This design comes from an exercise in tuning for small area and a short achievable clock period on the open sky130 flow, not from production work.
RTL that was checked went through simulation tests only; none was proved equivalent to the original.

==> flow/design.v (excerpt) <==
module fpu_top
(
   input  logic        Clk_CI,
   input  logic        Rst_RBI,
   input  logic        enable,
   input  logic [31:0] operand_a,
   input  logic [31:0] operand_b,
   input  logic [1:0]  op,
   output logic [31:0] result,
   output logic        valid,
   output logic        of,
   output logic        uf,
   output logic        zero,
   output logic        ix,
   output logic        iv,
   output logic        inf
);
Size: about 3600 cells after synthesis, about 120 flip-flops, about 30000 sq um of cells after synthesis.
export LEC_CHECK = 0
export CAP_MARGIN = 20
export CORE_MARGIN = 2
export CORE_UTILIZATION = 50
export SLEW_MARGIN = 20
export SYNTH_HIERARCHICAL = 1
create_clock -name core_clock -period 18.0 [get_ports {Clk_CI}]
standard.sh (not shown) runs the stock make flow with config.mk's settings and CLKGATE_MAP_FILE= SYNTH_SCRIPT=/design/flow/synth_recipe.tcl, a recipe that flattens the netlist after the stock synthesis.
==> flow/flow/run.sh <==
#!/bin/bash
# The standard layout (standard.sh) with two changes in how it is made:
#  - ports are buffered with buf_2 rather than the default port buffer;
#  - timing repair aims past the clock period: repair_timing's setup margin is
#    raised so that the resizer also works on paths that already meet it.
# The constraints (constraint.sdc, the clock period) are not changed.
set -o pipefail
export BUFFER_PORTS_ARGS="-buffer_cell sky130_fd_sc_hd__buf_2"
export SETUP_SLACK_MARGIN=11
bash standard.sh > standard.log 2>&1
Edit:
--- a/flow/design.v
+++ b/flow/design.v
@@ -2092,27 +2092,25 @@
       near1  <= (sa ^ sbe) & (dexp[7:1] == 7'd0);
       sign1  <= sign_d;
       sp1    <= sp_d;
       exp1   <= exp_d;
       shamt1 <= shamt_d;
       mb1    <= mb_d;
       ms1    <= ms_d;
       hs1    <= hs_d;
    end
    logic [47:0] prod;
    logic [25:0] add_t;
    logic        add_stk;
-   logic [9:0]  add_exp;
    logic [25:0] t_d;
-   logic        stk_d;
    fpu_mult_path mult_path0
    (
       .a (mb1),
       .b (ms1),
       .p (prod)
    );
    logic [7:0]  add_e0;
    logic        add_g255, add_g254, add_g253, add_l0, add_lm1, add_lm2;
    fpu_add_path add_path0
    (
       .mant_big   (mb1),
       .mant_small ({hs1, ms1}),
@@ -2121,26 +2119,25 @@
       .near       (near1),
       .exp_big    (exp1[7:0]),
       .t          (add_t),
       .stk        (add_stk),
       .e0         (add_e0),
       .g255       (add_g255),
       .g254       (add_g254),
       .g253       (add_g253),
       .l0         (add_l0),
       .lm1        (add_lm1),
       .lm2        (add_lm2)
    );
-   assign t_d   = mul1 ? prod[47:22] : add_t;
-   assign stk_d = mul1 ? (|prod[21:0]) : add_stk;
+   assign t_d = mul1 ? prod[47:22] : add_t;
    function automatic logic [3:0] round_info(input logic [25:0] t, input logic stk);
       logic hi, rnd, inx, ones;
       hi   = t[25];
       rnd  = hi ? (t[1] & (stk | t[0] | t[2])) : (t[0] & (stk | t[1]));
       inx  = stk | t[0] | (hi & t[1]);
       ones = (&t[23:2]) & (hi ? t[24] : t[1]);
       round_info = {hi, rnd, inx, rnd & ones};
    endfunction
    logic [3:0]  ri_mul, ri_add;
    logic        hi, rnd_d, inx_d, c_d;
    assign ri_mul = round_info(prod[47:22], |prod[21:0]);
    assign ri_add = round_info(add_t, add_stk);
After rerunning: Core utilization stays the same. Non-clock buffer count stays the same. Setup slack does not change. Critical path depth does not change. Routed wire length stays the same. Die area stays the same.
Function not checked in the first run of this note: the RTL went through the layout flow alone.

---

fpu_top, a different RTL version from the one above (not shown whole).
For scale: ~3400 cells after synthesis, about 120 flip-flops, about 29000 um2 of cells after synthesis.
==> flow/config.mk <==
export PLATFORM = sky130hd
export DESIGN_NAME = fpu_top
export DESIGN_NICKNAME = fpu_top
export VERILOG_FILES = /design/flow/design.v
export SDC_FILE = /design/flow/constraint.sdc
export NUM_CORES = 4
export LEC_CHECK = 0
export CAP_MARGIN = 20
export CORE_MARGIN = 2
export CORE_UTILIZATION = 50
export SLEW_MARGIN = 20
export SYNTH_HIERARCHICAL = 1
==> flow/constraint.sdc <==
create_clock -name core_clock -period 18.0 [get_ports {Clk_CI}]
set_input_delay 3.6000 -clock core_clock [delete_from_list [all_inputs] [get_ports {Clk_CI}]]
set_output_delay 3.6000 -clock core_clock [all_outputs]
set_load 0.01 [all_outputs]
==> flow/flow/run.sh <==
#!/bin/bash
# The standard layout (standard.sh), with timing repair aiming past the clock
# period: repair_timing's setup margin is raised so that the resizer also works on
# paths that already meet the design's period. The constraints are not changed.
set -o pipefail
export SETUP_SLACK_MARGIN=11
bash standard.sh > standard.log 2>&1
The baseline passed the timing, design-rule and antenna checks.
Then changed:
--- a/flow/design.v
+++ b/flow/design.v
@@ -1348,28 +1348,26 @@
    fpu_fa fa475 (.a(s1396), .b(c1485), .c(s1486), .s(s1572), .co(c1573));
    fpu_fa fa476 (.a(s1400), .b(c1487), .c(s1488), .s(s1574), .co(c1575));
    fpu_fa fa477 (.a(c1401), .b(s1490), .c(c1489), .s(s1576), .co(c1577));
    fpu_fa fa478 (.a(c1405), .b(s1492), .c(c1491), .s(s1578), .co(c1579));
    fpu_fa fa479 (.a(c1409), .b(s1494), .c(c1493), .s(s1580), .co(c1581));
    fpu_fa fa480 (.a(c1413), .b(s1496), .c(c1495), .s(s1582), .co(c1583));
    fpu_fa fa481 (.a(c1415), .b(s1498), .c(c1497), .s(s1584), .co(c1585));
    fpu_fa fa482 (.a(pp552), .b(pp575), .c(c1499), .s(s1586), .co(c1587));
    assign xn = {1'b1, 1'b0, s1586, s1584, s1582, s1580, s1578, c1575, c1573, s1572, s1570, c1567, c1565, c1563, c1561, s1560, s1558, c1555, c1553, c1551, c1549, c1547, c1545, c1543, c1541, c1539, c1537, c1535, c1533, c1531, c1529, c1527, c1525, c1523, c1521, c1519, c1517, c1515, c1513, c1511, c1509, c1507, c1505, c1503, c1501, pp49, pp2, pp1};
    assign yn = {1'b1, c1587, c1585, c1583, c1581, c1579, c1577, s1576, s1574, c1571, c1569, s1568, s1566, s1564, s1562, c1559, c1557, s1556, s1554, s1552, s1550, s1548, s1546, s1544, s1542, s1540, s1538, s1536, s1534, s1532, s1530, s1528, s1526, s1524, s1522, s1520, s1518, s1516, s1514, s1512, s1510, s1508, s1506, s1504, s1502, s1500, pp25, 1'b1};
    logic [47:0] g0, p0;
-   assign g0 = xn & yn;
+   assign g0 = ~(xn | yn);
    assign p0 = xn ^ yn;
-   logic g0c;
-   assign g0c = g0[0] | p0[0];
    logic n0_g, n0_p;
-   assign n0_g = g0[1] | (p0[1] & g0c);
+   assign n0_g = g0[1] | (p0[1] & g0[0]);
    assign n0_p = p0[1] & p0[0];
    logic n3_g, n3_p;
    assign n3_g = g0[3] | (p0[3] & g0[2]);
    assign n3_p = p0[3] & p0[2];
    logic n6_g, n6_p;
    assign n6_g = g0[5] | (p0[5] & g0[4]);
    assign n6_p = p0[5] & p0[4];
    logic n9_g, n9_p;
    assign n9_g = g0[7] | (p0[7] & g0[6]);
    assign n9_p = p0[7] & p0[6];
    logic n12_g, n12_p;
@@ -1737,24 +1735,24 @@
    assign n372_p = n276_p & n333_p;
    logic n375_g, n375_p;
    assign n375_g = n279_g | (n279_p & n333_g);
    assign n375_p = n279_p & n333_p;
    logic n378_g, n378_p;
    assign n378_g = n282_g | (n282_p & n333_g);
    assign n378_p = n282_p & n333_p;
    logic n381_g, n381_p;
    assign n381_g = n285_g | (n285_p & n333_g);
    assign n381_p = n285_p & n333_p;
    logic [47:0] cy;
-   assign cy = {n381_g, n378_g, n375_g, n372_g, n369_g, n366_g, n363_g, n360_g, n357_g, n354_g, n351_g, n348_g, n345_g, n342_g, n339_g, n336_g, n333_g, n330_g, n327_g, n324_g, n321_g, n318_g, n315_g, n312_g, n309_g, n306_g, n303_g, n300_g, n297_g, n294_g, n291_g, n288_g, n237_g, n234_g, n231_g, n228_g, n225_g, n222_g, n219_g, n216_g, n153_g, n150_g, n147_g, n144_g, n75_g, n72_g, n0_g, g0c};
-   assign p = ~(p0 ^ {cy[46:0], 1'b1});
+   assign cy = {n381_g, n378_g, n375_g, n372_g, n369_g, n366_g, n363_g, n360_g, n357_g, n354_g, n351_g, n348_g, n345_g, n342_g, n339_g, n336_g, n333_g, n330_g, n327_g, n324_g, n321_g, n318_g, n315_g, n312_g, n309_g, n306_g, n303_g, n300_g, n297_g, n294_g, n291_g, n288_g, n237_g, n234_g, n231_g, n228_g, n225_g, n222_g, n219_g, n216_g, n153_g, n150_g, n147_g, n144_g, n75_g, n72_g, n0_g, g0[0]};
+   assign p = p0 ^ {cy[46:0], 1'b0};
 endmodule
 module fpu_top
 (
    input  logic        Clk_CI,
    input  logic        Rst_RBI,
    input  logic        enable,
    input  logic [31:0] operand_a,
    input  logic [31:0] operand_b,
    input  logic [1:0]  op,
    output logic [31:0] result,
    output logic        valid,
Effect: The new run completed without violations. Routed wire length goes down by a few percent. Maximum frequency goes up by a few percent. Via count goes up slightly. Flip-flop and latch count does not change. Setup slack improves by 0.33 ns. Sequential share of layout area barely changes. Synthesized cell count goes up by a few percent. Count of clock-buffer cells in the layout stays the same.
Function was not checked in any run of this note: the RTL went through the layout flow alone.

---

Another version of the RTL of fpu_top (not shown whole).
Size: ~3,600 cells after synthesis, roughly 120 flip-flops.
clock: 18.0 ns
lec_check: 0
cap_margin: 20
core_margin: 2
core_utilization: 50
slew_margin: 20
synth_hierarchical: 1
==> flow/flow/run.sh <==
#!/bin/bash
# The standard layout (standard.sh) with two changes in how it is made:
#  - ports are buffered with buf_2 rather than the default port buffer;
#  - timing repair aims past the clock period: repair_timing's setup margin is
#    raised so that the resizer also works on paths that already meet it.
# The constraints (constraint.sdc, the clock period) are not changed.
set -o pipefail
export BUFFER_PORTS_ARGS="-buffer_cell sky130_fd_sc_hd__buf_2"
export SETUP_SLACK_MARGIN=11
bash standard.sh > standard.log 2>&1
Edit:
--- a/flow/design.v
+++ b/flow/design.v
@@ -1900,79 +1900,82 @@
       .exp_big    (exp1[7:0]),
       .t          (add_t),
       .stk        (add_stk),
       .e0         (add_e0),
       .g255       (add_g255),
       .g254       (add_g254),
       .g253       (add_g253),
       .l0         (add_l0),
       .lm1        (add_lm1),
       .lm2        (add_lm2)
    );
    assign t_d = mul1 ? prod[47:22] : add_t;
-   function automatic logic [3:0] round_info(input logic [25:0] t, input logic stk,
+   function automatic logic [5:0] round_info(input logic [25:0] t, input logic stk,
                                              input logic ones_mid);
-      logic hi, rnd, inx, ones;
-      hi   = t[25];
-      rnd  = hi ? (t[1] & (stk | t[0] | t[2])) : (t[0] & (stk | t[1]));
-      inx  = stk | t[0] | (hi & t[1]);
-      ones = ones_mid & (hi ? t[24] : t[1]);
-      round_info = {hi, rnd, inx, rnd & ones};
+      logic rnd_h, rnd_l;
+      rnd_h = t[1] & (stk | t[0] | t[2]);
+      rnd_l = t[0] & (stk | t[1]);
+      round_info = {rnd_h, rnd_l, stk | t[0] | t[1], stk | t[0],
+                    rnd_h & ones_mid & t[24], rnd_l & ones_mid & t[1]};
    endfunction
-   logic [3:0]  ri_mul, ri_add;
-   logic        hi, rnd_d, inx_d, c_d;
+   logic [5:0]  ri_mul, ri_add, ri_d;
+   logic        hi;
    assign ri_mul = round_info(prod[47:22], |prod[21:0], prod_ones);
    assign ri_add = round_info(add_t, add_stk, &add_t[23:2]);
-   assign {hi, rnd_d, inx_d, c_d} = mul1 ? ri_mul : ri_add;
+   assign ri_d   = mul1 ? ri_mul : ri_add;
+   assign hi     = mul1 ? prod[47] : add_t[25];
    logic [7:0]  ex_d;
    logic        g255_d, g254_d, g253_d, l0_d, lm1_d, lm2_d;
    assign ex_d   = mul1 ? exp1[7:0] : add_e0;
    assign g255_d = mul1 ? ($signed(exp1) >= $signed(10'd255)) : add_g255;
    assign g254_d = mul1 ? ($signed(exp1) >= $signed(10'd254)) : add_g254;
    assign g253_d = mul1 ? ($signed(exp1) >= $signed(10'd253)) : add_g253;
    assign l0_d   = mul1 ? ($signed(exp1) <= $signed(10'd0)) : add_l0;
    assign lm1_d  = mul1 ? ($signed(exp1) <= $signed(-10'sd1)) : add_lm1;
    assign lm2_d  = mul1 ? ($signed(exp1) <= $signed(-10'sd2)) : add_lm2;
    logic        v2;
-   logic        sign2, hi2, rl2, rh2, c2, inx2;
+   logic        sign2, hi2;
+   logic [5:0]  ri2;
    logic [2:0]  nrm2, ff2;
    logic [1:0]  sp2;
    logic [7:0]  ex2;
    logic [23:0] t2;
    always_ff @(posedge Clk_CI, negedge Rst_RBI)
    begin
       if (~Rst_RBI)
          v2 <= 1'b0;
       else
          v2 <= v1;
    end
    always_ff @(posedge Clk_CI)
    begin
       sign2 <= (~mul1 & (sp1 == SP_NONE) & add_swapped) ? ssm1 : sign1;
       sp2   <= sp1;
       ex2   <= ex_d;
       hi2   <= hi;
       t2    <= t_d[24:1];
-      rl2   <= rnd_d & ~hi;
-      rh2   <= rnd_d & hi;
-      c2    <= c_d;
-      inx2  <= inx_d;
+      ri2   <= ri_d;
       nrm2  <= {3{sp1 == SP_NONE}} & ~{g253_d, g254_d, g255_d} & ~{lm2_d, lm1_d, l0_d};
       ff2   <= {3{(sp1 == SP_NAN) | (sp1 == SP_INF)}} | ({3{sp1 == SP_NONE}} & {g253_d, g254_d, g255_d});
    end
+   logic        rh2, rl2, inx2, c2;
    logic        q;
    logic [23:0] cy;
    logic [23:0] inc;
    logic [22:0] mr;
    logic [7:0]  ef;
+   assign rh2  = hi2 & ri2[5];
+   assign rl2  = ~hi2 & ri2[4];
+   assign inx2 = hi2 ? ri2[3] : ri2[2];
+   assign c2   = hi2 ? ri2[1] : ri2[0];
    assign q = rh2 | (rl2 & t2[0]);
    logic [23:0] pa [6];
    always_comb
    begin
       pa[0] = {t2[22:1], q, 1'b1};
       for (int l = 0; l < 5; l++)
          for (int i = 0; i < 24; i++)
             pa[l+1][i] = ((i >> l) & 1) ? pa[l][i] & pa[l][((i >> l) << l) - 1] : pa[l][i];
       cy = {pa[5][23:1], rl2};
    end
    assign inc = t2 ^ cy;
    assign mr  = hi2 ? inc[23:1] : inc[22:0];
What happened: Setup slack got worse by 0.066 ns. Worst hold slack hardly moves. Global-route usage came out lower by 0.37 points. Area after synthesis rises by 0.70%. Register-to-register slack is worse by 0.07 ns. Final area came out higher by 1.7%.
For the second run of this note, only the layout was checked, not whether the RTL still works.

==> port drivers added, routing unchanged <==
No port has a modelled driver above. Below, the same layouts with a new extraction and two added sets of constraints.
Step 1 assumes that a clkbuf_16 drives the clock port and a buf_2 every other input.
Step 2 times the ports against the registers' clock, not the clock port: input delays grow and output delays shrink by t, the midpoint of the rising clock arrivals with the driver on.
Three values: ideal ports, drivers, drivers and shift; two values: the first two.
run	t (ns)	slack for setup (ns)	worst register clock-pin slew, ns	pins driven straight from the clock port
the first run of note 1	0.542	11.087 / 11.087 / 10.987	0.08 / 0.08	1
the second run of note 1	0.542	11.087 / 11.087 / 10.987	0.08 / 0.08	1
the first run of note 2	0.534	10.619 / 10.619 / 10.619	0.07 / 0.07	1
the second run of note 2	0.524	10.951 / 10.951 / 10.648	0.06 / 0.06	1
the first run of note 3	0.522	11.136 / 11.136 / 11.061	0.07 / 0.07	1
the second run of note 3	0.511	11.071 / 11.071 / 11.071	0.06 / 0.06	1
After both steps every run listed still meets setup and hold. For the second run of note 2, which loses most, drivers alone change the setup slack by 0.000 ns; drivers and shift together by -0.303 ns.
